This design comes from an exercise in tuning for small area and a short achievable clock period on the open sky130 flow, not from production work. Where RTL was checked, it was by simulation tests only, not by an equivalence proof against the original. The RTL of runs 4 and 5 was laid out without a check of its function. Power is estimated from default activity; no workload was simulated.

==> flow/design.v <==
`default_nettype none
module wbps_regs (
   input  wire logic          clock,
   input  wire logic          reset,
   input  wire logic          psel,
   input  wire logic          penable,
   input  wire logic          pwrite,
   input  wire logic [5:0]    paddr,
   input  wire logic [63:0]   pwdata,
   output logic      [63:0]   prdata,
   output logic               pready,
   output logic [127:0]       pattern,
   output logic [15:0]        wildcard_mask,
   output logic [4:0]         pattern_length,
   output logic [63:0]        region_base
);
   logic [63:0] pattern_low_ff, pattern_high_ff, region_base_ff;
   logic [15:0] wildcard_mask_ff;
   logic [4:0]  pattern_length_ff;
   logic [2:0]  index;
   logic        write_strobe;
   logic [63:0] wdata;
   assign index = paddr[5:3];
   assign write_strobe = psel && penable && pwrite;
   assign wdata = reset ? 64'd0 : pwdata;
   assign pready = 1'b1;
   assign pattern = {pattern_high_ff, pattern_low_ff};
   assign wildcard_mask = wildcard_mask_ff;
   assign pattern_length = pattern_length_ff;
   assign region_base = region_base_ff;
   always_ff @(posedge clock) begin
      if (reset || (write_strobe && index == 3'd0)) pattern_low_ff <= wdata;
      if (reset || (write_strobe && index == 3'd1)) pattern_high_ff <= wdata;
      if (reset || (write_strobe && index == 3'd2)) wildcard_mask_ff <= wdata[15:0];
      if (reset || (write_strobe && index == 3'd3)) pattern_length_ff <= wdata[4:0];
      if (reset || (write_strobe && index == 3'd4)) region_base_ff <= wdata;
   end
   always_comb begin
      case (index)
         3'd0:    prdata = pattern_low_ff;
         3'd1:    prdata = pattern_high_ff;
         3'd2:    prdata = {48'd0, wildcard_mask_ff};
         3'd3:    prdata = {59'd0, pattern_length_ff};
         3'd4:    prdata = region_base_ff;
         default: prdata = '0;
      endcase
   end
endmodule
`default_nettype wire
`default_nettype none
module wbps_match (
   input  wire logic [7:0]   data,
   input  wire logic [127:0] pattern,
   input  wire logic [15:0]  wildcard_mask,
   output logic [15:0]       match
);
   always_comb begin
      for (int i = 0; i < 16; i++) begin
         match[i] = wildcard_mask[i] || (data == pattern[8 * i +: 8]);
      end
   end
endmodule
`default_nettype wire
`default_nettype none
module wbps_core (
   input  wire logic          clock,
   input  wire logic          reset,
   input  wire logic [127:0]  pattern,
   input  wire logic [15:0]   wildcard_mask,
   input  wire logic [4:0]    pattern_length,
   input  wire logic [63:0]   region_base,
   input  wire logic          req_valid,
   output logic               req_ready,
   input  wire logic [7:0]    req_data_byte,
   input  wire logic          req_last_byte,
   output logic               rsp_valid,
   input  wire logic          rsp_ready,
   output logic               rsp_found,
   output logic [63:0]        rsp_match_address
);
   logic        in_valid_ff;
   logic [7:0]  in_byte_ff;
   logic        in_last_ff;
   logic        first_ff;       
   logic        done_ff;        
   logic [31:0] seen_ff;        
   logic [14:0] prefix_ff;
   logic [32:0] addr_ff;        
   logic        out_valid_ff;
   logic        out_found_ff;
   logic        advance, step;
   logic [4:0]  length;
   logic [15:0] match;
   logic [15:0] prefix;
   logic        done;
   logic        hit;
   logic [31:0] seen_next;
   logic        seen_max;
   logic        full;
   logic        inc;
   logic [32:0] addr_base;
   assign advance = !out_valid_ff || rsp_ready;
   assign step = in_valid_ff && advance;
   assign req_ready = !in_valid_ff || advance;
   assign length = (pattern_length > 5'd16) ? 5'd16 : pattern_length;
   wbps_match u_match (
      .data          (in_byte_ff),
      .pattern       (pattern),
      .wildcard_mask (wildcard_mask),
      .match         (match)
   );
   always_comb begin
      prefix[0] = match[0];
      for (int i = 1; i < 16; i++) begin
         prefix[i] = match[i] && prefix_ff[i - 1] && !first_ff;
      end
   end
   assign done = done_ff && !first_ff;
   assign hit = (length != 5'd0) && prefix[length - 5'd1] && !done;
   assign seen_max = &seen_ff[31:1];
   assign seen_next = first_ff ? 32'd1 : (seen_max ? 32'hffff_ffff : seen_ff + 32'd1);
   assign full = first_ff ? (length <= 5'd1)
                          : ((|seen_ff[31:4]) || ({1'b0, seen_ff[3:0]} >= length - 5'd1));
   assign inc = full && !hit && !(seen_max && !first_ff);
   assign addr_base = first_ff ? {1'b0, region_base[31:0]} : addr_ff;
   always_ff @(posedge clock) begin
      if (reset) begin
         in_valid_ff <= 1'b0;
         first_ff <= 1'b1;
         out_valid_ff <= 1'b0;
      end else begin
         if (req_ready) in_valid_ff <= req_valid;
         if (step) first_ff <= in_last_ff;
         if (advance) out_valid_ff <= step && (hit || (in_last_ff && !done));
      end
   end
   always_ff @(posedge clock) begin
      if (req_ready) begin
         in_byte_ff <= req_data_byte;
         in_last_ff <= req_last_byte;
      end
      if (step) begin
         done_ff <= done || hit;
         seen_ff <= seen_next;
         prefix_ff <= prefix[14:0];
         addr_ff <= addr_base + {32'd0, inc};
         out_found_ff <= hit;
      end
   end
   assign rsp_valid = out_valid_ff;
   assign rsp_found = out_found_ff;
   assign rsp_match_address = out_found_ff
      ? {region_base[63:32] + {31'd0, addr_ff[32]}, addr_ff[31:0]} : 64'd0;
endmodule
`default_nettype wire
`default_nettype none
module wildcard_byte_pattern_search (
   input  wire logic          clock,
   input  wire logic          reset,
   input  wire logic          req_valid,
   output logic               req_ready,
   input  wire logic [7:0]    req_data_byte,
   input  wire logic          req_last_byte,
   output logic               rsp_valid,
   input  wire logic          rsp_ready,
   output logic               rsp_found,
   output logic [63:0]        rsp_match_address,
   input  wire logic          psel,
   input  wire logic          penable,
   input  wire logic          pwrite,
   input  wire logic [5:0]    paddr,
   input  wire logic [63:0]   pwdata,
   output logic      [63:0]   prdata,
   output logic               pready
);
   logic [127:0] pattern;
   logic [15:0]  wildcard_mask;
   logic [4:0]   pattern_length;
   logic [63:0]  region_base;
   wbps_regs u_regs (
      .clock          (clock),
      .reset          (reset),
      .psel           (psel),
      .penable        (penable),
      .pwrite         (pwrite),
      .paddr          (paddr),
      .pwdata         (pwdata),
      .prdata         (prdata),
      .pready         (pready),
      .pattern        (pattern),
      .wildcard_mask  (wildcard_mask),
      .pattern_length (pattern_length),
      .region_base    (region_base)
   );
   wbps_core u_core (
      .clock             (clock),
      .reset             (reset),
      .pattern           (pattern),
      .wildcard_mask     (wildcard_mask),
      .pattern_length    (pattern_length),
      .region_base       (region_base),
      .req_valid         (req_valid),
      .req_ready         (req_ready),
      .req_data_byte     (req_data_byte),
      .req_last_byte     (req_last_byte),
      .rsp_valid         (rsp_valid),
      .rsp_ready         (rsp_ready),
      .rsp_found         (rsp_found),
      .rsp_match_address (rsp_match_address)
   );
endmodule
`default_nettype wire
==> flow/run.sh <==
#!/bin/bash
# synth_recipe.tcl (not shown) runs the flow's synth.tcl, then flattens the netlist and writes it again
# the make line also repeats each setting of config.mk as NAME=value (left out here)
make -C /OpenROAD-flow-scripts/flow DESIGN_CONFIG=/design/flow/config.mk WORK_HOME=/design/flow/orfs CLKGATE_MAP_FILE= SYNTH_SCRIPT=/design/flow/synth_recipe.tcl finish
==> flow/config.mk <==
export PLATFORM = sky130hd
export DESIGN_NAME = wildcard_byte_pattern_search
export DESIGN_NICKNAME = wildcard_byte_pattern_search
export VERILOG_FILES = /design/flow/design.v
export SDC_FILE = /design/flow/constraint.sdc
export NUM_CORES = 4
export LEC_CHECK = 0
export ABC_CLOCK_PERIOD_IN_PS = 3500
export CAP_MARGIN = 20
export CORE_MARGIN = 2
export CORE_UTILIZATION = 40
export PLACE_DENSITY = 0.6
export SETUP_SLACK_MARGIN = 3.2
export SLEW_MARGIN = 20
==> flow/constraint.sdc <==
create_clock -name core_clock -period 7.2 [get_ports {clock}]
set_input_delay 1.4400 -clock core_clock [delete_from_list [all_inputs] [get_ports {clock}]]
set_output_delay 1.4400 -clock core_clock [all_outputs]
set_load 0.01 [all_outputs]
==> results of run 1 <==
==> registers in the layout, indices dropped and copies added, names as in the netlist <==
register                  flops
u_regs.wildcard_mask_ff      16
u_core.addr_ff               33
u_core.out_found_ff           1
u_core.in_last_ff             1
u_regs.pattern_high_ff       64
u_core.done_ff                1
u_core.seen_ff               32
u_regs.region_base_ff        64
u_core.in_byte_ff             8
u_regs.pattern_low_ff        64
u_core.in_valid_ff            1
u_core.first_ff               1
u_core.prefix_ff             15
u_regs.pattern_length_ff      5
u_core.out_valid_ff           1
==> tightest hold or removal path, stage by stage, from the launching register on <==
cell and delay [ns]:
sky130_fd_sc_hd__edfxtp_1 0.36, sky130_fd_sc_hd__nand2_1 0.06, sky130_fd_sc_hd__o211ai_1 0.08
==> layout make-up <==
class	count	area, µm²	share of cell area (%)
Inverter	17	77.6	0.339
Tap cell	532	666	2.91
Antenna cell	1	2.50	0.0109
Sequential cell	307	9190	40.2
Clock inverter	13	175	0.766
Timing Repair Buffer	384	3820	16.7
Multi-Input combinational cell	1051	7970	34.8
Clock buffer	51	967	4.23
==> kinds of logic after synthesis <==
family	after synthesis	synth area share, %
xor gates and xnor gates	223	11.8
other	1	0.0227
AOI/OAI and AO/OA	187	6.35
buffers and inverters	98	2.87
and+or+nand+nor	541	17.1
muxes	88	5.50
adders and majority gates	11	0.832
DFF	307	55.5
==> cell usage after synthesis (4+ instances only) <==
cell type                  instances  area [µm²]
sky130_fd_sc_hd__a21boi_0          5        37.5
sky130_fd_sc_hd__a21oi_1         123         616
sky130_fd_sc_hd__and2_1           63         394
sky130_fd_sc_hd__and3_1           19         119
sky130_fd_sc_hd__and4_1            4        35.0
sky130_fd_sc_hd__buf_1            10        37.5
sky130_fd_sc_hd__buf_2            14        70.1
sky130_fd_sc_hd__buf_4             6        45.0
sky130_fd_sc_hd__buf_6             9         101
sky130_fd_sc_hd__clkbuf_1         42         158
sky130_fd_sc_hd__edfxtp_1        304        9130
sky130_fd_sc_hd__ha_1             11         138
sky130_fd_sc_hd__inv_1            15        56.3
sky130_fd_sc_hd__mux2i_1          83         831
sky130_fd_sc_hd__nand2_1          90         338
sky130_fd_sc_hd__nand3_1          52         260
sky130_fd_sc_hd__nand4_1          11        68.8
sky130_fd_sc_hd__nor2_1          141         529
sky130_fd_sc_hd__nor2b_1          77         482
sky130_fd_sc_hd__nor3_1            7        35.0
sky130_fd_sc_hd__nor3b_1           9        67.6
sky130_fd_sc_hd__nor3b_2           4        50.1
sky130_fd_sc_hd__nor4_1           42         263
sky130_fd_sc_hd__nor4b_1           4        35.0
sky130_fd_sc_hd__o21ai_0          30         150
sky130_fd_sc_hd__o21ai_1           4        20.0
sky130_fd_sc_hd__or3_1             6        37.5
sky130_fd_sc_hd__xnor2_1          49         429
sky130_fd_sc_hd__xor2_1          174        1520
==> cell usage in the layout, fill, tap and decap left out, types with 13 or more instances in the layout <==
cell type	count
sky130_fd_sc_hd__a21oi_1	93
sky130_fd_sc_hd__a21oi_2	29
sky130_fd_sc_hd__and2_1	57
sky130_fd_sc_hd__and3_1	15
sky130_fd_sc_hd__buf_12	13
sky130_fd_sc_hd__buf_16	13
sky130_fd_sc_hd__buf_2	39
sky130_fd_sc_hd__buf_4	92
sky130_fd_sc_hd__buf_6	48
sky130_fd_sc_hd__clkbuf_1	14
sky130_fd_sc_hd__clkbuf_16	38
sky130_fd_sc_hd__clkbuf_2	33
sky130_fd_sc_hd__clkdlybuf4s50_1	116
sky130_fd_sc_hd__edfxtp_1	304
sky130_fd_sc_hd__mux2i_1	83
sky130_fd_sc_hd__nand2_1	74
sky130_fd_sc_hd__nand3_1	44
sky130_fd_sc_hd__nor2_1	121
sky130_fd_sc_hd__nor2_2	14
sky130_fd_sc_hd__nor2b_1	71
sky130_fd_sc_hd__nor4_1	20
sky130_fd_sc_hd__nor4_2	16
sky130_fd_sc_hd__o21ai_0	14
sky130_fd_sc_hd__xnor2_1	43
sky130_fd_sc_hd__xor2_1	160
==> per-stage QoR <==
| stage | std cells | power (mW) | instance area, µm² | worst slack [ns] | util [%] |
|---|---|---|---|---|---|
| CTS | 2289 | 4.87 | 21800 | 2.66 | 53.3 |
| detailed placement | 2142 | 2.98 | 19200 | 1.90 | 47.0 |
| global route | 2355 | 5.09 | 22900 | 2.59 | 56.0 |
| floorplan | 1456 | 2.66 | 16700 | 2.71 | - |
| global placement | 2142 | 2.97 | 19200 | 1.95 | 47.0 |
| finish | 2356 | 4.92 | 22900 | 2.71 | 56.0 |
==> final timing paths <==
path / endpoint / slack, ns / cells past startpoint
max: u_core.addr_ff[32] / 2.71 / 21
min: u_core.first_ff / 0.54 / 2
max reg2reg: u_core.addr_ff[32] / 2.71 / 21
min reg2reg: u_core.first_ff / 0.54 / 2
==> metal layers <==
metal | track usage [%] | vias up
li1 | - | 5871
met2 | 40.0 | 472
met1 | 31.7 | 6327
met5 | 0 | -
met4 | 8.65 | 4
met3 | 4.01 | 95
==> power groups by stage <==
stage	Clock (mW)	Combinational, mW	Sequential, mW
2_1_floorplan	0	0.427	2.24
3_3_place_gp	0	0.672	2.30
3_5_place_dp	0	0.678	2.31
4_1_cts	1.84	0.775	2.26
5_1_grt	1.90	0.905	2.28
6_report	1.81	0.844	2.27
==> timing repair <==
action | in CTS | in global routing
setup buffers | 73 | 64
endpoints found under the hold margin | 0 | 0
pin swaps | 42 | 94
cloned | 10 | 2
setup endpoints to repair | 153 | 108
resized for setup | 359 | 269
==> results.sh, run 1 <==
export IMPL_layout_worst_path_cycle_share_pct=62.3
export IMPL_cp_slowest_stage_delay_ns=0.55
export IMPL_timing_critical_path_arrival_ns=4.74
export IMPL_die_w_um=207
export IMPL_routed_wl_met2_mm=26.0
export IMPL_detail_route_iter0_violations=1023
export IMPL_wire_length_per_cell_um=22.8
export IMPL_cts_clk_slew_worst_paths_ns=0.06
export IMPL_total_clock_sinks=307
export IMPL_cts_tree="built"
export IMPL_area_growth_syn_to_layout_pct=38.2
export IMPL_ys_async_rst_share_pct=0
export IMPL_achievable_frequency_ghz=0.223
export IMPL_timing_final_max_slew_violations=0
export IMPL_dp_hpwl_mm=32.5
export IMPL_cp_startpoint="u_core.in_byte_ff[0]"
export IMPL_synth_distinct_cells=61
export IMPL_run_status="finished clean"
export IMPL_worstSetupStartpointType="flip-flop"
export IMPL_maximum_number_of_pins_on_one_net_before_global_route_repair=66
export IMPL_critPathTopFamily="compound AO/OA/AOI/OAI gates"
export IMPL_worst_slew_pin_slew_ns=1.11
export IMPL_cpMaxStageDelayCell="sky130_fd_sc_hd__edfxtp_1"
export IMPL_ys_ff_latch=307
export IMPL_synth_nets=1553
export IMPL_combinational_share_of_power_pct=17.1
export IMPL_holdCritStartpoint="u_core.in_last_ff"
export IMPL_internal_portion_of_total_power_mw=3.60
export IMPL_final_min_clock_period_ns=4.49
export IMPL_synthesis_instances=1456
export IMPL_ir_worst_vdd_mv=0.179
export IMPL_fin_nets=1893
export IMPL_first_global_vias=12800
export IMPL_global_route_usage_total_pct=24.0
export IMPL_synth_edff_count=304
export IMPL_p_leak_nw=8.65
export IMPL_regToRegStartpoint="u_core.in_byte_ff[0]"
export IMPL_cell_chain_of_the_critical_path="buf_6 > xor2_4 > nor4_4 > a21oi_2 > nor4b_2 > a211oi_2 > a311oi_2 > o41a_4 > nand3b_1 > a41o_1 > ha_4 > ha_4 > inv_2 > a2111oi_4 > and4_4 > and3_4 > and2_4 > and2b_1 > nand2_1 > xor2_1 > o21ai_1"
export IMPL_drt_pass1_iter_count=6
export IMPL_detailroute_wirelength_met3_mm=3.33
export IMPL_ys_warnings_count=3
export IMPL_fin_tns_setup_ns=0
export IMPL_die_h_um=207
export IMPL_post_cts_hold_buffer_count=0
export IMPL_cts_root_buf="sky130_fd_sc_hd__clkbuf_16"
export IMPL_numCtsBuffers=35
export IMPL_seq_power_share_pct=46.1
export IMPL_synthesis_area_per_instance_um2=11.4
export IMPL_routed_via_density=5.42
export IMPL_worstHoldPathType="reg2reg"
export IMPL_n_fill_cell=3442
export IMPL_path_buf_inv=2
export IMPL_gr_total_overflow=0
export IMPL_cp_data_required_time_ns=7.45
export IMPL_placement_rows=74
export IMPL_synth_yosys_seq_area_share_pct=55.5
export IMPL_initial_antenna_violation_count=3
export IMPL_initial_utilization_pct=40.5
export IMPL_htree_num_levels=2
export IMPL_grt_pass1_wl_mm=78.7
export IMPL_clockBufferDepth=3
export IMPL_worst_clock_skew_ns=0.0103
export IMPL_via_count=12800
export IMPL_switching_share_pct=26.8
export IMPL_final_hold_viol_count=0
export IMPL_critPathCaptureType="flip-flop"
export IMPL_met1_length_mm=22.6
export IMPL_setup_viol=0
export IMPL_path_max_fanout=5
export IMPL_final_routed_drc_violation_total=0
export IMPL_fin_hold_ws_ns=0.536
export IMPL_netSwitchingPower_mw=1.32
export IMPL_cellPowerDensity_nw_per_um2=215
export IMPL_setup_repair_after_global_routing_missed_its_margin="true"
export IMPL_worstSkewPairLatency_ns=0.53
export IMPL_top_signal_layer_used="met5"
export IMPL_total_die_area_um2=43000
export IMPL_post_synth_instance_area_um2=16500
export IMPL_final_weighted_congestion_of_routability_driven_global_placement=0.815
export IMPL_max_slew_margin_pct=26.2
export IMPL_core_area_um2=40800
export IMPL_place_port_buffers=213
export IMPL_number_of_i_o_pins=218
export IMPL_synth_top_flop_cell="sky130_fd_sc_hd__edfxtp_1"
export IMPL_max_cap_violations=0
export IMPL_timing_critical_path_mode_cell="sky130_fd_sc_hd__ha_4"
export IMPL_share_clk_of_total_power_pct=36.8
export IMPL_critical_path_class="reg2reg"
export IMPL_postRouteWirelength_mm=53.7
export IMPL_antenna_left=0
export IMPL_drive_gt1_share_pct=27.1
==> inputs of run 2 (changes only) <==
--- a/flow/config.mk
+++ b/flow/config.mk
@@ -5,7 +5,6 @@
 export SDC_FILE = /design/flow/constraint.sdc
 export NUM_CORES = 4
 export LEC_CHECK = 0
-export ABC_CLOCK_PERIOD_IN_PS = 3500
 export CAP_MARGIN = 20
 export CORE_MARGIN = 2
 export CORE_UTILIZATION = 40
==> run 2 against run 1 <==
Compared with the run above: still clean; count of clock-buffer cells in the layout unchanged; utilization unchanged; global-route usage unchanged; design area unchanged; first-iteration DRC count unchanged; non-clock buffer count unchanged; sequential power about the same; setup slack unchanged; area after synthesis unchanged; via count unchanged; clock skew unchanged; critical path type unchanged; critical endpoint unchanged.
==> results.sh, run 2 <==
export IMPL_drt_pass1_iter_count=6
export IMPL_final_routed_drc_violation_total=0
export IMPL_cp_data_required_time_ns=7.45
export IMPL_most_common_layout_cells="sky130_fd_sc_hd__edfxtp_1 (304), sky130_fd_sc_hd__xor2_1 (160), sky130_fd_sc_hd__nor2_1 (121)"
export IMPL_cp_slowest_stage_delay_ns=0.55
export IMPL_max_slew_margin_pct=26.2
export IMPL_cellPowerDensity_nw_per_um2=215
export IMPL_die_h_um=207
export IMPL_post_synth_instance_area_um2=16500
export IMPL_initial_antenna_violation_count=3
export IMPL_final_min_clock_period_ns=4.49
export IMPL_grtUsageMet3_pct=4.01
export IMPL_n_fill_cell=3442
export IMPL_initial_utilization_pct=40.5
export IMPL_synth_edff_count=304
export IMPL_setup_viol=0
export IMPL_synthTopCellsByArea="sky130_fd_sc_hd__edfxtp_1 (55%), sky130_fd_sc_hd__xor2_1 (9.2%), sky130_fd_sc_hd__mux2i_1 (5.0%)"
export IMPL_dp_hpwl_mm=32.5
export IMPL_fin_util_pct=56.0
export IMPL_first_global_vias=12800
export IMPL_path_max_fanout=5
export IMPL_core_area_um2=40800
export IMPL_place_port_buffers=213
export IMPL_wire_length_per_cell_um=22.8
export IMPL_maximum_number_of_pins_on_one_net_before_global_route_repair=66
export IMPL_critical_path_class="reg2reg"
export IMPL_total_die_area_um2=43000
export IMPL_gr_total_overflow=0
export IMPL_ys_warnings_count=3
export IMPL_detailedPlace_worstSlack_ns=1.90
export IMPL_synthesis_area_per_instance_um2=11.4
export IMPL_placement_rows=74
export IMPL_global_route_usage_total_pct=24.0
export IMPL_routed_via_density=5.42
export IMPL_portion_of_netlist_area_occupied_by_mux_cells_pct=5.50
export IMPL_timing_critical_path_mode_cell="sky130_fd_sc_hd__ha_4"
export IMPL_synth_xor_area_share_pct=11.8
export IMPL_ys_async_rst_share_pct=0
export IMPL_layout_cells_most_common="sky130_fd_sc_hd__edfxtp_1"
export IMPL_area_growth_syn_to_layout_pct=38.2
export IMPL_die_w_um=207
export IMPL_synth_distinct_cells=61
export IMPL_final_hold_viol_count=0
export IMPL_busiest_layer="met2"
export IMPL_cpMaxStageDelayCell="sky130_fd_sc_hd__edfxtp_1"
export IMPL_worst_slew_pin_slew_ns=1.11
export IMPL_post_synth_most_frequent_cells="sky130_fd_sc_hd__edfxtp_1 (304), sky130_fd_sc_hd__xor2_1 (174), sky130_fd_sc_hd__nor2_1 (141), sky130_fd_sc_hd__a21oi_1 (123), sky130_fd_sc_hd__nand2_1 (90)"
export IMPL_multi_input_comb_area_um2=7970
export IMPL_clockBufferDepth=3
export IMPL_worst_clock_skew_ns=0.0103
export IMPL_worstSkewPairLatency_ns=0.53
export IMPL_cts_tree="built"
export IMPL_numCtsBuffers=35
export IMPL_worstHoldPathType="reg2reg"
export IMPL_synth_adder_area_share_pct=0.832
export IMPL_via_count=12800
export IMPL_area_share_of_the_leading_cell_type_in_the_synthesized_netlist_pct=55.2
export IMPL_fin_nets=1893
export IMPL_cell_chain_of_the_critical_path="buf_6 > xor2_4 > nor4_4 > a21oi_2 > nor4b_2 > a211oi_2 > a311oi_2 > o41a_4 > nand3b_1 > a41o_1 > ha_4 > ha_4 > inv_2 > a2111oi_4 > and4_4 > and3_4 > and2_4 > and2b_1 > nand2_1 > xor2_1 > o21ai_1"
export IMPL_leading_cell_type_by_number_of_instances_after_synthesis="sky130_fd_sc_hd__edfxtp_1"
export IMPL_number_of_i_o_pins=218
export IMPL_antenna_left=0
export IMPL_postRouteWirelength_mm=53.7
export IMPL_drive_gt1_share_pct=27.1
export IMPL_cts_clk_slew_worst_paths_ns=0.06
export IMPL_timing_final_max_slew_violations=0
export IMPL_synth_compound_area_share_pct=6.35
export IMPL_register_to_register_setup_slack_ns=2.71
export IMPL_grt_pass1_wl_mm=78.7
export IMPL_grt_use_met1_pct=31.7
export IMPL_total_clock_sinks=307
export IMPL_timing_critical_path_arrival_ns=4.74
export IMPL_seqCellArea_um2=9190
export IMPL_reg_top3="u_regs.pattern_high_ff (64), u_regs.pattern_low_ff (64), u_regs.region_base_ff (64)"
export IMPL_fin_hold_ws_ns=0.536
export IMPL_ir_worst_vdd_mv=0.179
export IMPL_critPathCaptureType="flip-flop"
export IMPL_synth_top_flop_cell="sky130_fd_sc_hd__edfxtp_1"
export IMPL_cts_root_buf="sky130_fd_sc_hd__clkbuf_16"
export IMPL_detail_route_iter0_violations=1023
export IMPL_critPathTopFamily="compound AO/OA/AOI/OAI gates"
export IMPL_htree_num_levels=2
export IMPL_setup_repair_after_global_routing_missed_its_margin="true"
export IMPL_synth_nets=1553
export IMPL_final_critical_path_setup_slack_ns=2.71
export IMPL_main_combinational_cell_family_by_area_after_synthesis="simple AND/OR/NAND/NOR gates"
export IMPL_ys_ff_latch=307
export IMPL_run_status="finished clean"
export IMPL_synthDominantAreaCellType="sky130_fd_sc_hd__edfxtp_1"
export IMPL_path_buf_inv=2
export IMPL_synthesis_instances=1456
export IMPL_achievable_frequency_ghz=0.223
export IMPL_final_weighted_congestion_of_routability_driven_global_placement=0.815
export IMPL_post_cts_hold_buffer_count=0
export IMPL_p_leak_nw=8.65
export IMPL_power_total_mw=4.92
export IMPL_synth_yosys_seq_area_share_pct=55.5
export IMPL_max_cap_violations=0
export IMPL_layout_worst_path_cycle_share_pct=62.3
export IMPL_worstSetupStartpointType="flip-flop"
export IMPL_groute_layer_met2_usage_pct=40.0
export IMPL_synth_simple_area_share_pct=17.1
export IMPL_fin_tns_setup_ns=0
-- run 2: worst register-to-register path, stage by stage (launching register included) --
cell and delay (ns):
sky130_fd_sc_hd__edfxtp_1 0.55, sky130_fd_sc_hd__buf_6 0.21, sky130_fd_sc_hd__xor2_4 0.18, sky130_fd_sc_hd__nor4_4 0.06
sky130_fd_sc_hd__a21oi_2 0.26, sky130_fd_sc_hd__nor4b_2 0.09, sky130_fd_sc_hd__a211oi_2 0.23, sky130_fd_sc_hd__a311oi_2 0.07
sky130_fd_sc_hd__o41a_4 0.52, sky130_fd_sc_hd__nand3b_1 0.09, sky130_fd_sc_hd__a41o_1 0.20, sky130_fd_sc_hd__ha_4 0.15
sky130_fd_sc_hd__ha_4 0.13, sky130_fd_sc_hd__inv_2 0.04, sky130_fd_sc_hd__a2111oi_4 0.26, sky130_fd_sc_hd__and4_4 0.32
sky130_fd_sc_hd__and3_4 0.19, sky130_fd_sc_hd__and2_4 0.14, sky130_fd_sc_hd__and2b_1 0.16, sky130_fd_sc_hd__nand2_1 0.08
sky130_fd_sc_hd__xor2_1 0.19, sky130_fd_sc_hd__o21ai_1 0.09
-- run 2: logic make-up (layout without fill, tap and decap cells) --
family / after synthesis / in the layout
muxes: 88 / 88
buffers and inverters: 98 / 465
and+or+nand+nor: 541 / 541
adders and majority gates: 11 / 11
xor gates and xnor gates: 223 / 223
other: 1 / 2
AOI/OAI and AO/OA: 187 / 187
DFF: 307 / 307
-- run 2: worst paths after layout --
check | startpoint | to | depth (start not counted)
worst min-delay path | u_core.in_last_ff | u_core.first_ff | 2
worst max-delay path | u_core.in_byte_ff[0] | u_core.addr_ff[32] | 21
worst min register to register | u_core.in_last_ff | u_core.first_ff | 2
worst max register to register | u_core.in_byte_ff[0] | u_core.addr_ff[32] | 21
-- run 2: power breakdown --
| group | internal (mW) | switching (mW) |
|---|---|---|
| registers | 2.13 | 0.140 |
| logic | 0.394 | 0.449 |
| clock network | 1.08 | 0.731 |
-- run 2: through the flow --
stage               std cells  area (µm²)
CTS                      2289       21800
global route             2355       22900
global placement         2142       19200
finish                   2356       22900
floorplan                1456       16700
detailed placement       2142       19200
-- run 2: area by class of cell --
class	instances	area share, %
Inverter	17	0.339
Sequential cell	307	40.2
Multi-Input combinational cell	1051	34.8
Tap cell	532	2.91
Timing Repair Buffer	384	16.7
Antenna cell	1	0.0109
Clock inverter	13	0.766
Clock buffer	51	4.23
-- run 2: per-layer routing --
metal	routed length [µm]	vias up
met3	3330	95
met4	1800	4
li1	-	5871
met2	26000	472
met5	22	-
met1	22600	6327
-- run 2: timing repair --
action / in CTS / in global routing
pin swaps: 42 / 94
setup endpoints to repair: 153 / 108
gates cloned: 10 / 2
setup buffers: 73 / 64
gates resized for setup: 359 / 269
==> inputs of run 3 (changes only) <==
--- a/flow/config.mk
+++ b/flow/config.mk
@@ -9,5 +9,4 @@
 export CORE_MARGIN = 2
 export CORE_UTILIZATION = 40
 export PLACE_DENSITY = 0.6
-export SETUP_SLACK_MARGIN = 3.2
 export SLEW_MARGIN = 20
==> run 3 against run 2 <==
Compared with the run above: first-iteration DRC count shrank 22%; largest power group unchanged; register-to-register slack lost 1.4 ns; global-route usage shrank 1.9 points; synthesized cell count is the same; critical path type unchanged.
==> results.sh, run 3 <==
export IMPL_path_max_fanout=10
export IMPL_timing_final_max_slew_violations=0
export IMPL_cts_clk_slew_worst_paths_ns=0.06
export IMPL_dp_hpwl_mm=33.0
export IMPL_synth_yosys_seq_area_share_pct=55.5
export IMPL_worstRegToRegCells=19
export IMPL_area_growth_syn_to_layout_pct=23.0
export IMPL_numCtsBuffers=37
export IMPL_final_hold_viol_count=0
export IMPL_worstSkewPairLatency_ns=0.53
export IMPL_leading_cell_type_by_number_of_instances_after_synthesis="sky130_fd_sc_hd__edfxtp_1"
export IMPL_most_common_layout_cells="sky130_fd_sc_hd__edfxtp_1 (304), sky130_fd_sc_hd__clkdlybuf4s50_1 (209), sky130_fd_sc_hd__xor2_1 (174)"
export IMPL_synthesis_area_per_instance_um2=11.4
export IMPL_ys_async_rst_share_pct=0
export IMPL_synth_distinct_cells=61
export IMPL_achievable_frequency_ghz=0.170
export IMPL_final_critical_path_setup_slack_ns=1.31
export IMPL_post_cts_setup_buffer_count=0
export IMPL_max_cap_violations=0
export IMPL_worst_clock_skew_ns=0.0116
export IMPL_n_fill_cell=3687
export IMPL_final_routed_drc_violation_total=0
export IMPL_global_route_usage_total_pct=22.1
export IMPL_layout_worst_path_cycle_share_pct=81.8
export IMPL_placement_rows=74
export IMPL_setup_repair_after_global_routing_missed_its_margin="false"
export IMPL_via_count=11900
export IMPL_placed_cells=2145
export IMPL_grt_pass1_wl_mm=73.4
export IMPL_total_clock_sinks=307
export IMPL_critical_path_class="reg2reg"
export IMPL_setup_viol=0
export IMPL_post_synth_instance_area_um2=16500
export IMPL_die_h_um=207
export IMPL_final_min_clock_period_ns=5.89
export IMPL_postRouteWirelength_mm=48.4
export IMPL_groute_layer_met2_usage_pct=37.0
export IMPL_synth_top_flop_cell="sky130_fd_sc_hd__edfxtp_1"
export IMPL_synthesis_instances=1456
export IMPL_core_area_um2=40800
export IMPL_cts_resized=0
export IMPL_ys_warnings_count=3
export IMPL_cp_data_required_time_ns=7.45
export IMPL_insertedDiodeCount=0
export IMPL_post_synth_most_frequent_cells="sky130_fd_sc_hd__edfxtp_1 (304), sky130_fd_sc_hd__xor2_1 (174), sky130_fd_sc_hd__nor2_1 (141), sky130_fd_sc_hd__a21oi_1 (123), sky130_fd_sc_hd__nand2_1 (90)"
export IMPL_antenna_left=0
export IMPL_clockBufferDepth=3
export IMPL_reg_top3="u_regs.pattern_high_ff (64), u_regs.pattern_low_ff (64), u_regs.region_base_ff (64)"
export IMPL_initial_utilization_pct=40.5
export IMPL_first_global_vias=12100
export IMPL_cts_root_buf="sky130_fd_sc_hd__clkbuf_16"
export IMPL_layout_cells_most_common="sky130_fd_sc_hd__edfxtp_1"
export IMPL_max_slew_margin_pct=28.4
export IMPL_worstSetupStartpointType="flip-flop"
export IMPL_fin_nets=1750
export IMPL_cts_tree="built"
export IMPL_critPathCaptureType="flip-flop"
export IMPL_synth_edff_count=304
export IMPL_area_share_of_the_leading_cell_type_in_the_synthesized_netlist_pct=55.2
export IMPL_wire_length_per_cell_um=21.9
export IMPL_final_cell_count_no_fill=2212
export IMPL_number_of_i_o_pins=218
export IMPL_drt_pass1_iter_count=5
export IMPL_cellPowerDensity_nw_per_um2=234
export IMPL_busiest_layer="met2"
export IMPL_drive_gt1_share_pct=6.37
export IMPL_htree_num_levels=2
export IMPL_die_w_um=207
export IMPL_synthDominantAreaCellType="sky130_fd_sc_hd__edfxtp_1"
export IMPL_grt_use_met1_pct=30.6
export IMPL_maximum_number_of_pins_on_one_net_before_global_route_repair=82
export IMPL_grtUsageMet3_pct=3.60
export IMPL_fin_tns_setup_ns=0
export IMPL_worst_slew_pin_slew_ns=1.07
export IMPL_ys_ff_latch=307
export IMPL_total_die_area_um2=43000
export IMPL_place_port_buffers=213
export IMPL_detailedPlace_worstSlack_ns=1.39
export IMPL_ir_worst_vdd_mv=0.127
export IMPL_p_leak_nw=7.27
export IMPL_initial_antenna_violation_count=1
export IMPL_timing_hold_worst_path_depth=2
export IMPL_timing_critical_path_arrival_ns=6.13
export IMPL_run_status="finished clean"
export IMPL_post_cts_hold_buffer_count=0
export IMPL_worstHoldPathType="reg2reg"
export IMPL_gr_total_overflow=0
export IMPL_detail_route_iter0_violations=793
export IMPL_synth_nets=1553
export IMPL_routed_via_density=5.38
export IMPL_final_weighted_congestion_of_routability_driven_global_placement=0.836
export IMPL_synthTopCellsByArea="sky130_fd_sc_hd__edfxtp_1 (55%), sky130_fd_sc_hd__xor2_1 (9.2%), sky130_fd_sc_hd__mux2i_1 (5.0%)"
-- run 3: cell types whose count changed in the layout (fill, tap and decap cells not counted), sizes merged --
cell	delta
bufinv	-1
buf	-185
dlymetal6s2s	-4
dlygate4sd2	-8
clkdlybuf4s50	+93
clkinvlp	+1
clkbuf	-39
diode	-1
clkdlybuf4s15	-3
bufbuf	-3
inv	+1
clkinv	+5
-- run 3: metal layers --
layer	share of wire [%]	wire length, µm
met1	44	21500
met2	48	23300
met3	6.3	3040
met4	1.3	637
met5	0	0
-- run 3: cell families (layout without fill, tap and decap cells) --
| group | Yosys count | in the layout | share of synthesized area (%) |
|---|---|---|---|
| simple gates | 541 | 541 | 17.1 |
| flops | 307 | 307 | 55.5 |
| xor+xnor | 223 | 223 | 11.8 |
| compound gates | 187 | 187 | 6.35 |
| buf+inv | 98 | 322 | 2.87 |
| mux | 88 | 88 | 5.50 |
| fa+ha+maj | 11 | 11 | 0.832 |
| other cells | 1 | 1 | 0.0227 |
-- run 3: power breakdown --
part	internal, mW	total (mW)	switching (mW)
registers	2.13	2.27	0.140
logic	0.314	0.676	0.361
clock network	1.10	1.83	0.730
-- run 3: final timing paths --
check | startpoint | endpoint | slack (ns)
worst max-delay path | u_regs.pattern_length_ff[4] | u_core.addr_ff[32] | 1.31
worst min-delay path | u_core.in_last_ff | u_core.first_ff | 0.53
worst max register to register | u_regs.pattern_length_ff[4] | u_core.addr_ff[32] | 1.31
worst min register to register | u_core.in_last_ff | u_core.first_ff | 0.53
-- run 3: worst max-delay path, stage by stage (launching register included) --
cell and delay [ns]:
sky130_fd_sc_hd__edfxtp_1 0.48, sky130_fd_sc_hd__nor2b_1 0.61, sky130_fd_sc_hd__clkinv_1 0.47, sky130_fd_sc_hd__ha_1 0.35
sky130_fd_sc_hd__xnor2_1 0.50, sky130_fd_sc_hd__a311oi_1 0.20, sky130_fd_sc_hd__o41a_2 0.54, sky130_fd_sc_hd__a21oi_1 0.18
sky130_fd_sc_hd__a41o_1 0.12, sky130_fd_sc_hd__ha_1 0.17, sky130_fd_sc_hd__ha_1 0.22, sky130_fd_sc_hd__inv_1 0.09
sky130_fd_sc_hd__a2111oi_4 0.41, sky130_fd_sc_hd__and4_1 0.42, sky130_fd_sc_hd__and3_4 0.26, sky130_fd_sc_hd__and2_4 0.17
sky130_fd_sc_hd__and2b_1 0.15, sky130_fd_sc_hd__nand2_1 0.07, sky130_fd_sc_hd__xor2_1 0.13, sky130_fd_sc_hd__o21ai_1 0.07
-- run 3: per-stage QoR --
stage,util (%),instance area (µm²),hold slack (ns),total power [mW]
final,49.8,20300,0.527,4.77
after global routing,49.8,20300,0.602,4.95
after CTS,49.8,20300,0.528,4.80
after detailed placement,46.9,19200,0.517,2.98
after global placement,46.9,19200,0.506,2.97
after floorplan,-,16600,0.474,2.65
-- run 3: cell type report --
class | instances | area (µm²) | area share [%]
Timing Repair Buffer | 239 | 2320 | 11.4
Tap cell | 532 | 666 | 3.27
Sequential cell | 307 | 9190 | 45.2
Clock buffer | 47 | 1010 | 4.94
Clock inverter | 19 | 171 | 0.842
Inverter | 17 | 63.8 | 0.314
Multi-Input combinational cell | 1051 | 6930 | 34.1
==> inputs of run 4 (changes only) <==
--- a/flow/design.v
+++ b/flow/design.v
@@ -79,50 +79,74 @@
    output logic [63:0]        rsp_match_address
 );
    logic        in_valid_ff;
-   logic [7:0]  in_byte_ff;
+   logic [15:0] in_match_ff;
    logic        in_last_ff;
    logic        first_ff;       
    logic        done_ff;        
-   logic [31:0] seen_ff;        
+   logic [4:0]  count_ff;       
    logic [14:0] prefix_ff;
    logic [32:0] addr_ff;        
    logic        out_valid_ff;
    logic        out_found_ff;
    logic        advance, step;
    logic [4:0]  length;
+   logic [16:0] length_sel;
    logic [15:0] match;
    logic [15:0] prefix;
    logic        done;
    logic        hit;
-   logic [31:0] seen_next;
-   logic        seen_max;
+   logic [4:0]  count_next;
    logic        full;
+   logic [31:0] stop_offset;
+   logic [31:0] stop_carry_in;
+   logic [31:0] stop_carry_out;
+   logic        stop;
    logic        inc;
-   logic [32:0] addr_base;
+   logic [32:0] addr_cur;
+   logic [32:0] addr_ones;
+   logic [31:0] base_ones;
    assign advance = !out_valid_ff || rsp_ready;
    assign step = in_valid_ff && advance;
    assign req_ready = !in_valid_ff || advance;
    assign length = (pattern_length > 5'd16) ? 5'd16 : pattern_length;
+   always_comb begin
+      for (int l = 0; l <= 16; l++) begin
+         length_sel[l] = (length == 5'(l));
+      end
+   end
    wbps_match u_match (
-      .data          (in_byte_ff),
+      .data          (req_data_byte),
       .pattern       (pattern),
       .wildcard_mask (wildcard_mask),
       .match         (match)
    );
    always_comb begin
-      prefix[0] = match[0];
+      prefix[0] = in_match_ff[0];
       for (int i = 1; i < 16; i++) begin
-         prefix[i] = match[i] && prefix_ff[i - 1] && !first_ff;
+         prefix[i] = in_match_ff[i] && prefix_ff[i - 1] && !first_ff;
       end
    end
    assign done = done_ff && !first_ff;
-   assign hit = (length != 5'd0) && prefix[length - 5'd1] && !done;
-   assign seen_max = &seen_ff[31:1];
-   assign seen_next = first_ff ? 32'd1 : (seen_max ? 32'hffff_ffff : seen_ff + 32'd1);
-   assign full = first_ff ? (length <= 5'd1)
-                          : ((|seen_ff[31:4]) || ({1'b0, seen_ff[3:0]} >= length - 5'd1));
-   assign inc = full && !hit && !(seen_max && !first_ff);
-   assign addr_base = first_ff ? {1'b0, region_base[31:0]} : addr_ff;
+   assign hit = |(length_sel[16:1] & prefix) && !done;
+   assign count_next = first_ff ? 5'd1 : (count_ff[4] ? count_ff : count_ff + 5'd1);
+   assign full = (count_next >= length);
+   assign stop_offset = {27'h7ff_ffff, ~length};
+   assign stop_carry_in = region_base[31:0] ^ stop_offset ^ addr_ff[31:0];
+   assign stop_carry_out = (region_base[31:0] & stop_offset)
+      | ((region_base[31:0] | stop_offset) & ~addr_ff[31:0]);
+   assign stop = !first_ff && (stop_carry_in == {stop_carry_out[30:0], 1'b0});
+   assign inc = full && !hit && !stop;
+   assign addr_cur = first_ff ? {1'b0, region_base[31:0]} : addr_ff;
+   always_comb begin
+      addr_ones[0] = 1'b1;
+      for (int k = 1; k <= 32; k++) begin
+         addr_ones[k] = addr_ones[k - 1] && addr_cur[k - 1];
+      end
+      base_ones[0] = 1'b1;
+      for (int k = 1; k < 32; k++) begin
+         base_ones[k] = base_ones[k - 1] && region_base[32 + k - 1];
+      end
+   end
    always_ff @(posedge clock) begin
       if (reset) begin
          in_valid_ff <= 1'b0;
@@ -136,21 +160,21 @@
    end
    always_ff @(posedge clock) begin
       if (req_ready) begin
-         in_byte_ff <= req_data_byte;
+         in_match_ff <= match;
          in_last_ff <= req_last_byte;
       end
       if (step) begin
          done_ff <= done || hit;
-         seen_ff <= seen_next;
+         count_ff <= count_next;
          prefix_ff <= prefix[14:0];
-         addr_ff <= addr_base + {32'd0, inc};
+         addr_ff <= addr_cur ^ (addr_ones & {33{inc}});
          out_found_ff <= hit;
       end
    end
    assign rsp_valid = out_valid_ff;
    assign rsp_found = out_found_ff;
    assign rsp_match_address = out_found_ff
-      ? {region_base[63:32] + {31'd0, addr_ff[32]}, addr_ff[31:0]} : 64'd0;
+      ? {region_base[63:32] ^ (base_ones & {32{addr_ff[32]}}), addr_ff[31:0]} : 64'd0;
 endmodule
 `default_nettype wire
 `default_nettype none
--- a/flow/config.mk
+++ b/flow/config.mk
@@ -5,8 +5,10 @@
 export SDC_FILE = /design/flow/constraint.sdc
 export NUM_CORES = 4
 export LEC_CHECK = 0
+export ABC_AREA = 1
 export CAP_MARGIN = 20
 export CORE_MARGIN = 2
 export CORE_UTILIZATION = 40
 export PLACE_DENSITY = 0.6
+export SETUP_SLACK_MARGIN = 3.4
 export SLEW_MARGIN = 20
==> run 4 against run 3 <==
Compared with the run above: worst hold slack lost 0.061 ns; flip-flop and latch count fell by 19; sequential share of layout area shrank 6.2 points; setup slack better by 0.99 ns; largest power group unchanged.
==> results.sh, run 4 <==
export IMPL_synthDominantAreaCellType="sky130_fd_sc_hd__edfxtp_1"
export IMPL_cp_slowest_stage_delay_ns=0.42
export IMPL_ir_worst_vdd_mv=0.163
export IMPL_leading_cell_type_by_number_of_instances_after_synthesis="sky130_fd_sc_hd__nand2_1"
export IMPL_worstSetupStartpointType="flip-flop"
export IMPL_timing_critical_path_arrival_ns=3.45
export IMPL_synth_nets=1799
export IMPL_drt_pass1_iter_count=7
export IMPL_reg_top3="u_regs.pattern_high_ff (64), u_regs.pattern_low_ff (64), u_regs.region_base_ff (64)"
export IMPL_synthesis_instances=1674
export IMPL_final_weighted_congestion_of_routability_driven_global_placement=0.915
export IMPL_dp_hpwl_mm=35.1
export IMPL_detail_route_iter0_violations=1265
export IMPL_n_fill_cell=3243
export IMPL_routed_via_density=5.35
export IMPL_final_routed_drc_violation_total=0
export IMPL_maximum_number_of_pins_on_one_net_before_global_route_repair=65
export IMPL_number_of_i_o_pins=218
export IMPL_setup_repair_after_global_routing_missed_its_margin="true"
export IMPL_htree_num_levels=1
export IMPL_p_leak_nw=9.62
export IMPL_area_growth_syn_to_layout_pct=40.3
export IMPL_area_share_of_the_leading_cell_type_in_the_synthesized_netlist_pct=54.3
export IMPL_die_h_um=203
export IMPL_synthesis_area_per_instance_um2=9.42
export IMPL_critPathCaptureType="output port"
export IMPL_wire_length_per_cell_um=22.0
export IMPL_layout_worst_path_cycle_share_pct=68.0
export IMPL_final_critical_path_setup_slack_ns=2.31
export IMPL_synth_edff_count=285
export IMPL_core_area_um2=38800
export IMPL_layout_cells_most_common="sky130_fd_sc_hd__inv_1"
export IMPL_ys_warnings_count=3
export IMPL_cell_chain_of_the_critical_path="nand3_2 > nor2_4 > nand4_1 > nor2_1 > nand2_1 > nor2_2 > nand2_1 > nor2_1 > inv_1 > nor3_2 > nand4_1 > nor4_2 > nand2_1 > nor3_2 > nand3_1 > buf_4 > o21ai_2 > a21oi_2 > buf_2"
export IMPL_cpMaxStageDelayCell="sky130_fd_sc_hd__edfxtp_1"
export IMPL_initial_antenna_violation_count=0
export IMPL_synth_yosys_seq_area_share_pct=54.6
export IMPL_global_route_usage_total_pct=26.4
export IMPL_internal_portion_of_total_power_mw=3.37
export IMPL_fin_nets=2136
export IMPL_multi_input_comb_area_um2=6840
export IMPL_grt_pass1_wl_mm=81.6
export IMPL_first_global_vias=13400
export IMPL_setup_viol=0
export IMPL_synthTopCellsByArea="sky130_fd_sc_hd__edfxtp_1 (54%), sky130_fd_sc_hd__nand2_1 (8.2%), sky130_fd_sc_hd__inv_1 (7.5%)"
export IMPL_seq_power_share_pct=45.2
export IMPL_cts_root_buf="sky130_fd_sc_hd__clkbuf_16"
export IMPL_netSwitchingPower_mw=1.32
export IMPL_final_min_clock_period_ns=4.89
export IMPL_synth_top_flop_cell="sky130_fd_sc_hd__edfxtp_1"
export IMPL_ys_ff_latch=288
export IMPL_path_max_fanout=2
export IMPL_initial_utilization_pct=40.6
export IMPL_post_synth_instance_area_um2=15800
export IMPL_numCtsBuffers=31
export IMPL_fin_hold_ws_ns=0.466
export IMPL_antenna_left=0
export IMPL_postRouteWirelength_mm=56.1
export IMPL_achievable_frequency_ghz=0.204
export IMPL_post_synth_most_frequent_cells="sky130_fd_sc_hd__nand2_1 (344), sky130_fd_sc_hd__inv_1 (316), sky130_fd_sc_hd__edfxtp_1 (285), sky130_fd_sc_hd__nor2_1 (180), sky130_fd_sc_hd__xnor2_1 (73)"
export IMPL_max_slew_margin_pct=25.6
export IMPL_final_hold_viol_count=0
export IMPL_cts_tree="built"
export IMPL_max_cap_violations=0
export IMPL_synth_distinct_cells=47
export IMPL_timing_final_max_slew_violations=0
export IMPL_switching_share_pct=28.2
export IMPL_worst_slew_pin_slew_ns=1.11
export IMPL_ys_async_rst_share_pct=0
export IMPL_die_w_um=203
export IMPL_run_status="finished clean"
export IMPL_cp_data_required_time_ns=5.76
export IMPL_critical_path_class="reg2out"
export IMPL_share_clk_of_total_power_pct=35.8
export IMPL_power_total_mw=4.68
export IMPL_worstSkewPairLatency_ns=0.60
export IMPL_place_port_buffers=213
export IMPL_placement_rows=72
export IMPL_total_die_area_um2=41000
export IMPL_insertedDiodeCount=0
export IMPL_gr_total_overflow=0
export IMPL_clockBufferDepth=3
export IMPL_detailedPlace_worstSlack_ns=1.78
export IMPL_combinational_share_of_power_pct=19.1
export IMPL_drive_gt1_share_pct=24.0
export IMPL_total_clock_sinks=288
export IMPL_via_count=13700
export IMPL_fin_tns_setup_ns=0
export IMPL_timing_critical_path_mode_cell="sky130_fd_sc_hd__nand2_1"
export IMPL_cts_clk_slew_worst_paths_ns=0.06
export IMPL_seqCellArea_um2=8620
export IMPL_most_common_layout_cells="sky130_fd_sc_hd__inv_1 (299), sky130_fd_sc_hd__edfxtp_1 (285), sky130_fd_sc_hd__nand2_1 (282)"
export IMPL_cellPowerDensity_nw_per_um2=212
export IMPL_worst_clock_skew_ns=0.0301
export IMPL_worstHoldPathType="reg2reg"
-- run 4: cell count changes in the layout (fill, tap and decap cells not counted), moves of 83 or more --
cell and change:
sky130_fd_sc_hd__xor2_1 -157, sky130_fd_sc_hd__a21oi_1 -104, sky130_fd_sc_hd__mux2i_1 -83, sky130_fd_sc_hd__nand2_1 +193, sky130_fd_sc_hd__inv_1 +284, sky130_fd_sc_hd__clkdlybuf4s50_1 -90
-- run 4: logic make-up after synthesis --
| family | Yosys count | share of synthesized area (%) |
|---|---|---|
| AND/OR/NAND/NOR | 644 | 17.5 |
| buffers and inverters | 381 | 9.27 |
| flip-flops | 288 | 54.6 |
| AO/OA/AOI/OAI | 231 | 10.3 |
| XOR/XNOR | 90 | 5.00 |
| adder cells (fa/ha/maj) | 39 | 3.33 |
| other | 1 | 0.0238 |
-- run 4: power by group through the flow --
stage               clock (mW)  combinational (mW)  sequential (mW)
finish                    1.68               0.893             2.12
detailed placement           0               0.755             2.14
CTS                       1.68               0.832             2.10
floorplan                    0               0.442             2.10
global route              1.76               0.963             2.13
global placement             0               0.745             2.13
-- run 4: critical path: cells and delay by family, from the launching register on --
kind                   cells  cell delay [ns]
buffers and inverters      3             0.38
AO/OA/AOI/OAI              2             0.15
flip-flops                 1             0.42
AND/OR/NAND/NOR           14             1.92
-- run 4: final cells by class --
| type | count | area share, % |
|---|---|---|
| flip-flops and latches | 288 | 38.9 |
| multi-input cells | 1005 | 30.9 |
| repair buffers | 365 | 16.9 |
| inverters | 319 | 5.56 |
| clock buffers | 40 | 3.79 |
| well taps | 518 | 2.93 |
| clock inverters | 16 | 0.950 |
| repair inverters | 1 | 0.0339 |
-- run 4: routing by layer --
layer	routed length, µm	vias to the layer above	share of wire [%]	GRT usage [%]
met5	0	-	0	0
met4	2340	0	4.2	11.1
met3	4920	136	8.8	4.74
met2	26400	714	47	43.8
met1	22400	6519	40	34.1
li1	-	6296	-	-
-- run 4: repair_timing --
item,in CTS,in global routing
hold buffers,0,0
setup endpoints to repair,147,100
buffers inserted,77,43
gates cloned,12,1
resized for setup,524,198
pin swaps,37,74
-- run 4: path summary, 6_finish.rpt --
path | start | end | slack, ns | cells after the start
min | u_core.in_match_ff[0] | u_core.prefix_ff[0] | 0.47 | 0
min reg2reg | u_core.in_match_ff[0] | u_core.prefix_ff[0] | 0.47 | 0
max reg2reg | u_regs.pattern_length_ff[2] | u_core.addr_ff[32] | 3.42 | 23
max | u_core.addr_ff[32] | rsp_match_address[58] | 2.31 | 19
-- run 4: through the flow --
stage | cells | instance area [µm²] | util (%)
after global routing | 2552 | 22100 | 57.0
after detailed placement | 2363 | 18500 | 47.7
after global placement | 2363 | 18500 | 47.7
after floorplan | 1674 | 15900 | -
final | 2552 | 22100 | 57.0
after CTS | 2508 | 21000 | 54.2
==> inputs of run 5 (changes only) <==
--- a/flow/config.mk
+++ b/flow/config.mk
@@ -5,7 +5,6 @@
 export SDC_FILE = /design/flow/constraint.sdc
 export NUM_CORES = 4
 export LEC_CHECK = 0
-export ABC_AREA = 1
 export CAP_MARGIN = 20
 export CORE_MARGIN = 2
 export CORE_UTILIZATION = 40
==> run 5 against run 4 <==
Compared with the run above: clock power increased by 4%; setup slack improved by 0.70 ns; register-to-register slack gained 0.12 ns; sequential power grew 2%; still clean; via count is 2.2% lower; combinational power rose by 7.4%; highest routed layer is now met5.
==> results.sh, run 5 <==
export IMPL_worstRegToRegCells=8
export IMPL_synth_top_flop_cell="sky130_fd_sc_hd__edfxtp_1"
export IMPL_total_die_area_um2=43100
export IMPL_register_to_register_setup_slack_ns=3.54
export IMPL_post_synth_instance_area_um2=16600
export IMPL_fin_util_pct=56.1
export IMPL_cts_root_buf="sky130_fd_sc_hd__clkbuf_16"
export IMPL_numCtsBuffers=35
export IMPL_run_status="finished clean"
export IMPL_reg_top3="u_regs.pattern_high_ff (64), u_regs.pattern_low_ff (64), u_regs.region_base_ff (64)"
export IMPL_worstReg2RegEnd="u_core.addr_ff[6]"
export IMPL_global_route_usage_total_pct=25.2
export IMPL_synth_distinct_cells=86
export IMPL_final_min_clock_period_ns=4.19
export IMPL_final_hold_viol_count=0
export IMPL_htree_num_levels=2
export IMPL_core_area_um2=40900
export IMPL_main_combinational_cell_family_by_area_after_synthesis="simple AND/OR/NAND/NOR gates"
export IMPL_synth_yosys_seq_area_share_pct=51.9
export IMPL_timing_final_max_slew_violations=0
export IMPL_cp_startpoint="u_core.addr_ff[32]"
export IMPL_routed_via_density=5.63
export IMPL_cp_data_required_time_ns=5.76
export IMPL_antenna_left=0
export IMPL_drt_pass1_iter_count=5
export IMPL_ys_warnings_count=3
export IMPL_critPathCaptureType="output port"
export IMPL_cts_clk_slew_worst_paths_ns=0.06
export IMPL_first_global_vias=13100
export IMPL_worst_clock_skew_ns=0.0196
export IMPL_clockBufferDepth=3
export IMPL_most_common_layout_cells="sky130_fd_sc_hd__edfxtp_1 (285), sky130_fd_sc_hd__nor2_1 (122), sky130_fd_sc_hd__xor2_1 (116), sky130_fd_sc_hd__clkdlybuf4s50_1 (116), sky130_fd_sc_hd__xnor2_1 (94)"
export IMPL_n_fill_cell=3475
export IMPL_path_max_fanout=6
export IMPL_layout_worst_path_cycle_share_pct=58.2
export IMPL_netSwitchingPower_mw=1.37
export IMPL_cts_tree="built"
export IMPL_number_of_i_o_pins=218
export IMPL_crit_cells=10
export IMPL_fin_tns_setup_ns=0
export IMPL_ys_ff_latch=288
export IMPL_setup_repair_after_global_routing_missed_its_margin="true"
export IMPL_timing_critical_path_mode_cell="sky130_fd_sc_hd__and4_4"
export IMPL_postRouteWirelength_mm=56.6
export IMPL_synthDominantAreaCellType="sky130_fd_sc_hd__edfxtp_1"
export IMPL_ys_async_rst_share_pct=0
export IMPL_initial_utilization_pct=40.5
export IMPL_synth_nets=1603
export IMPL_cp_slowest_stage_delay_ns=0.48
export IMPL_dp_hpwl_mm=34.4
export IMPL_maximum_number_of_pins_on_one_net_before_global_route_repair=77
export IMPL_critPathCapture="rsp_match_address[61]"
export IMPL_total_clock_sinks=288
export IMPL_place_port_buffers=213
export IMPL_path_buf_inv=3
export IMPL_setup_viol=0
export IMPL_final_weighted_congestion_of_routability_driven_global_placement=0.903
export IMPL_detail_route_iter0_violations=1100
export IMPL_placement_rows=74
export IMPL_worstHoldPathType="reg2reg"
export IMPL_worstSetupStartpointType="flip-flop"
export IMPL_leading_cell_type_by_number_of_instances_after_synthesis="sky130_fd_sc_hd__edfxtp_1"
export IMPL_worstSkewPairLatency_ns=0.54
export IMPL_synthTopCellsByArea="sky130_fd_sc_hd__edfxtp_1 (52%), sky130_fd_sc_hd__xor2_1 (6.2%), sky130_fd_sc_hd__xnor2_1 (5.1%)"
export IMPL_layout_cells_most_common="sky130_fd_sc_hd__edfxtp_1"
export IMPL_via_count=13400
export IMPL_area_growth_syn_to_layout_pct=38.4
export IMPL_ir_worst_vdd_mv=0.137
export IMPL_max_cap_violations=0
export IMPL_post_cts_hold_buffer_count=0
export IMPL_cellPowerDensity_nw_per_um2=211
export IMPL_synth_xor_area_share_pct=11.2
export IMPL_die_h_um=208
export IMPL_regToRegStartpoint="u_core.first_ff"
export IMPL_area_share_of_the_leading_cell_type_in_the_synthesized_netlist_pct=51.6
export IMPL_gr_total_overflow=0
export IMPL_power_total_mw=4.85
export IMPL_worst_slew_pin_slew_ns=1.03
export IMPL_combinational_share_of_power_pct=19.8
export IMPL_share_clk_of_total_power_pct=35.8
export IMPL_achievable_frequency_ghz=0.239
export IMPL_wire_length_per_cell_um=23.8
export IMPL_portion_of_netlist_area_occupied_by_mux_cells_pct=5.19
export IMPL_grt_pass1_wl_mm=82.6
export IMPL_max_slew_margin_pct=31.7
export IMPL_synth_simple_area_share_pct=16.5
export IMPL_synth_compound_area_share_pct=8.75
export IMPL_synthesis_area_per_instance_um2=11.2
export IMPL_p_leak_nw=8.94
export IMPL_critPathTopFamily="simple AND/OR/NAND/NOR gates"
export IMPL_drive_gt1_share_pct=27.6
export IMPL_synth_edff_count=285
export IMPL_synth_adder_area_share_pct=3.17
export IMPL_internal_portion_of_total_power_mw=3.48
export IMPL_synthesis_instances=1478
export IMPL_die_w_um=208
export IMPL_final_routed_drc_violation_total=0
export IMPL_seq_power_share_pct=44.5
export IMPL_initial_antenna_violation_count=6
export IMPL_timing_critical_path_arrival_ns=2.75
export IMPL_critical_path_class="reg2out"
export IMPL_cell_chain_of_the_critical_path="and4_4 > and4_4 > and4_4 > nand4_1 > buf_4 > buf_6 > nor2_4 > xor2_1 > and2_1 > buf_2"
export IMPL_fin_hold_ws_ns=0.450
export IMPL_cpMaxStageDelayCell="sky130_fd_sc_hd__edfxtp_1"
export IMPL_post_synth_most_frequent_cells="sky130_fd_sc_hd__edfxtp_1 (285), sky130_fd_sc_hd__nor2_1 (157), sky130_fd_sc_hd__xor2_1 (117), sky130_fd_sc_hd__xnor2_1 (96), sky130_fd_sc_hd__mux2i_1 (76)"
export IMPL_switching_share_pct=28.2
export IMPL_fin_nets=1943
## run 5: changes by cell type after synthesis, moves of 53 or more
cell                       previous run  this run
sky130_fd_sc_hd__nand2_1            344        63
sky130_fd_sc_hd__inv_1              316        44
sky130_fd_sc_hd__xor2_1              17       117
sky130_fd_sc_hd__mux2i_1              0        76
sky130_fd_sc_hd__nor2b_1              0        75
sky130_fd_sc_hd__and2_1               3        67
sky130_fd_sc_hd__o221ai_1            63         1
sky130_fd_sc_hd__a21oi_1             22        75
## run 5: logic make-up after synthesis
family	after synthesis
xor+xnor	213
simple gates	511
mux	85
other cells	1
fa+ha+maj	39
flops	288
compound gates	210
buf+inv	131
## run 5: power groups by stage
stage / Clock (mW) / Sequential, mW / Combinational [mW]
2_1_floorplan: 0 / 2.12 / 0.495
3_3_place_gp: 0 / 2.17 / 0.778
3_5_place_dp: 0 / 2.17 / 0.784
4_1_cts: 1.75 / 2.14 / 0.882
5_1_grt: 1.82 / 2.17 / 1.03
6_report: 1.74 / 2.16 / 0.959
## run 5: timing repair
item / CTS / global route
gates cloned: 19 / 2
resized for setup: 542 / 175
buffers inserted: 84 / 43
endpoints found under the setup margin: 98 / 117
pin swaps: 59 / 109
## run 5: cell type report
type	instances	area [µm²]	share of cell area [%]
Clock inverter	20	195	0.850
Timing Repair Buffer	386	3960	17.2
Inverter	47	179	0.779
Tap cell	532	666	2.90
Multi-Input combinational cell	1060	8440	36.7
Sequential cell	288	8620	37.5
Clock buffer	39	912	3.97
Antenna cell	1	2.50	0.0109
## run 5: worst min-delay path by stage
| stage | from | endpoint | slack [ns] | cells after the start |
|---|---|---|---|---|
| final | u_core.in_match_ff[0] | u_core.prefix_ff[0] | 0.45 | 0 |
| after global routing | u_core.in_match_ff[0] | u_core.prefix_ff[0] | 0.48 | 0 |
| after CTS | u_core.in_match_ff[0] | u_core.prefix_ff[0] | 0.45 | 0 |
| after detailed placement | u_core.in_match_ff[0] | u_core.prefix_ff[0] | 0.43 | 0 |
| after global placement | u_core.in_match_ff[0] | u_core.prefix_ff[0] | 0.43 | 0 |
| after floorplan | u_core.in_match_ff[0] | u_core.prefix_ff[0] | 0.42 | 0 |
## run 5: through the flow
step	instances	cell area, µm²	setup WS, ns
4_1_cts	2326	21900	3.01
2_1_floorplan	1478	16700	2.77
6_report	2373	23000	3.01
3_5_place_dp	2164	19300	1.78
3_3_place_gp	2163	19300	1.65
5_1_grt	2372	23000	2.95
## run 5: per-layer routing
layer / share of wire (%) / track usage [%] / vias up
met5: 0.072 / 0 / -
met4: 3.6 / 8.46 / 6
met3: 7.3 / 4.86 / 104
met2: 47 / 41.1 / 569
met1: 42 / 33.9 / 6649
li1: - / - / 6032
## run 5: worst register-to-register path: cells and delay by family, from the launching register on
| family | cells | cell delay (ns) |
|---|---|---|
| buffers and inverters | 1 | 0.68 |
| xor gates and xnor gates | 1 | 0.19 |
| AOI/OAI and AO/OA | 3 | 1.45 |
| and+or+nand+nor | 3 | 0.70 |
| DFF | 1 | 0.40 |

afterwards: timing with drivers on the ports:
In the flow no input, the clock included, has a driving cell. The finished layouts below were timed again as built, in two steps.
Step 1 (the two cells are an assumption about what drives the block):
set clk [get_ports {clock}]
set_driving_cell -lib_cell sky130_fd_sc_hd__clkbuf_16 $clk
set_driving_cell -lib_cell sky130_fd_sc_hd__buf_2 [delete_from_list [all_inputs] $clk]
Step 2, shift: input delay + t, output delay - t, t = (earliest + latest rising clock arrival at the registers) / 2. This alone moves slack from input paths to output paths.
Slacks: ideal / step 1 / step 2; pairs: ideal / step 1.
run | shift t [ns] | setup WS [ns] | latest minus earliest clock arrival (ns) | cell pins on the clock port's net
run 1 | 0.585 | 2.713 / 2.698 / 2.713 | 0.011 / 0.011 | 1
run 2 | 0.585 | 2.713 / 2.698 / 2.713 | 0.011 / 0.011 | 1
run 3 | 0.577 | 1.312 / 1.312 / 1.312 | 0.013 / 0.013 | 1
run 4 | 0.633 | 2.306 / 2.255 / 2.753 | 0.031 / 0.031 | 1
run 5 | 0.589 | 3.010 / 2.902 / 2.902 | 0.023 / 0.023 | 1
After both steps setup and hold are still met in every run listed. The setup slack of run 5, which loses most, moves by -0.108 ns with the drivers and by -0.108 ns with both steps.
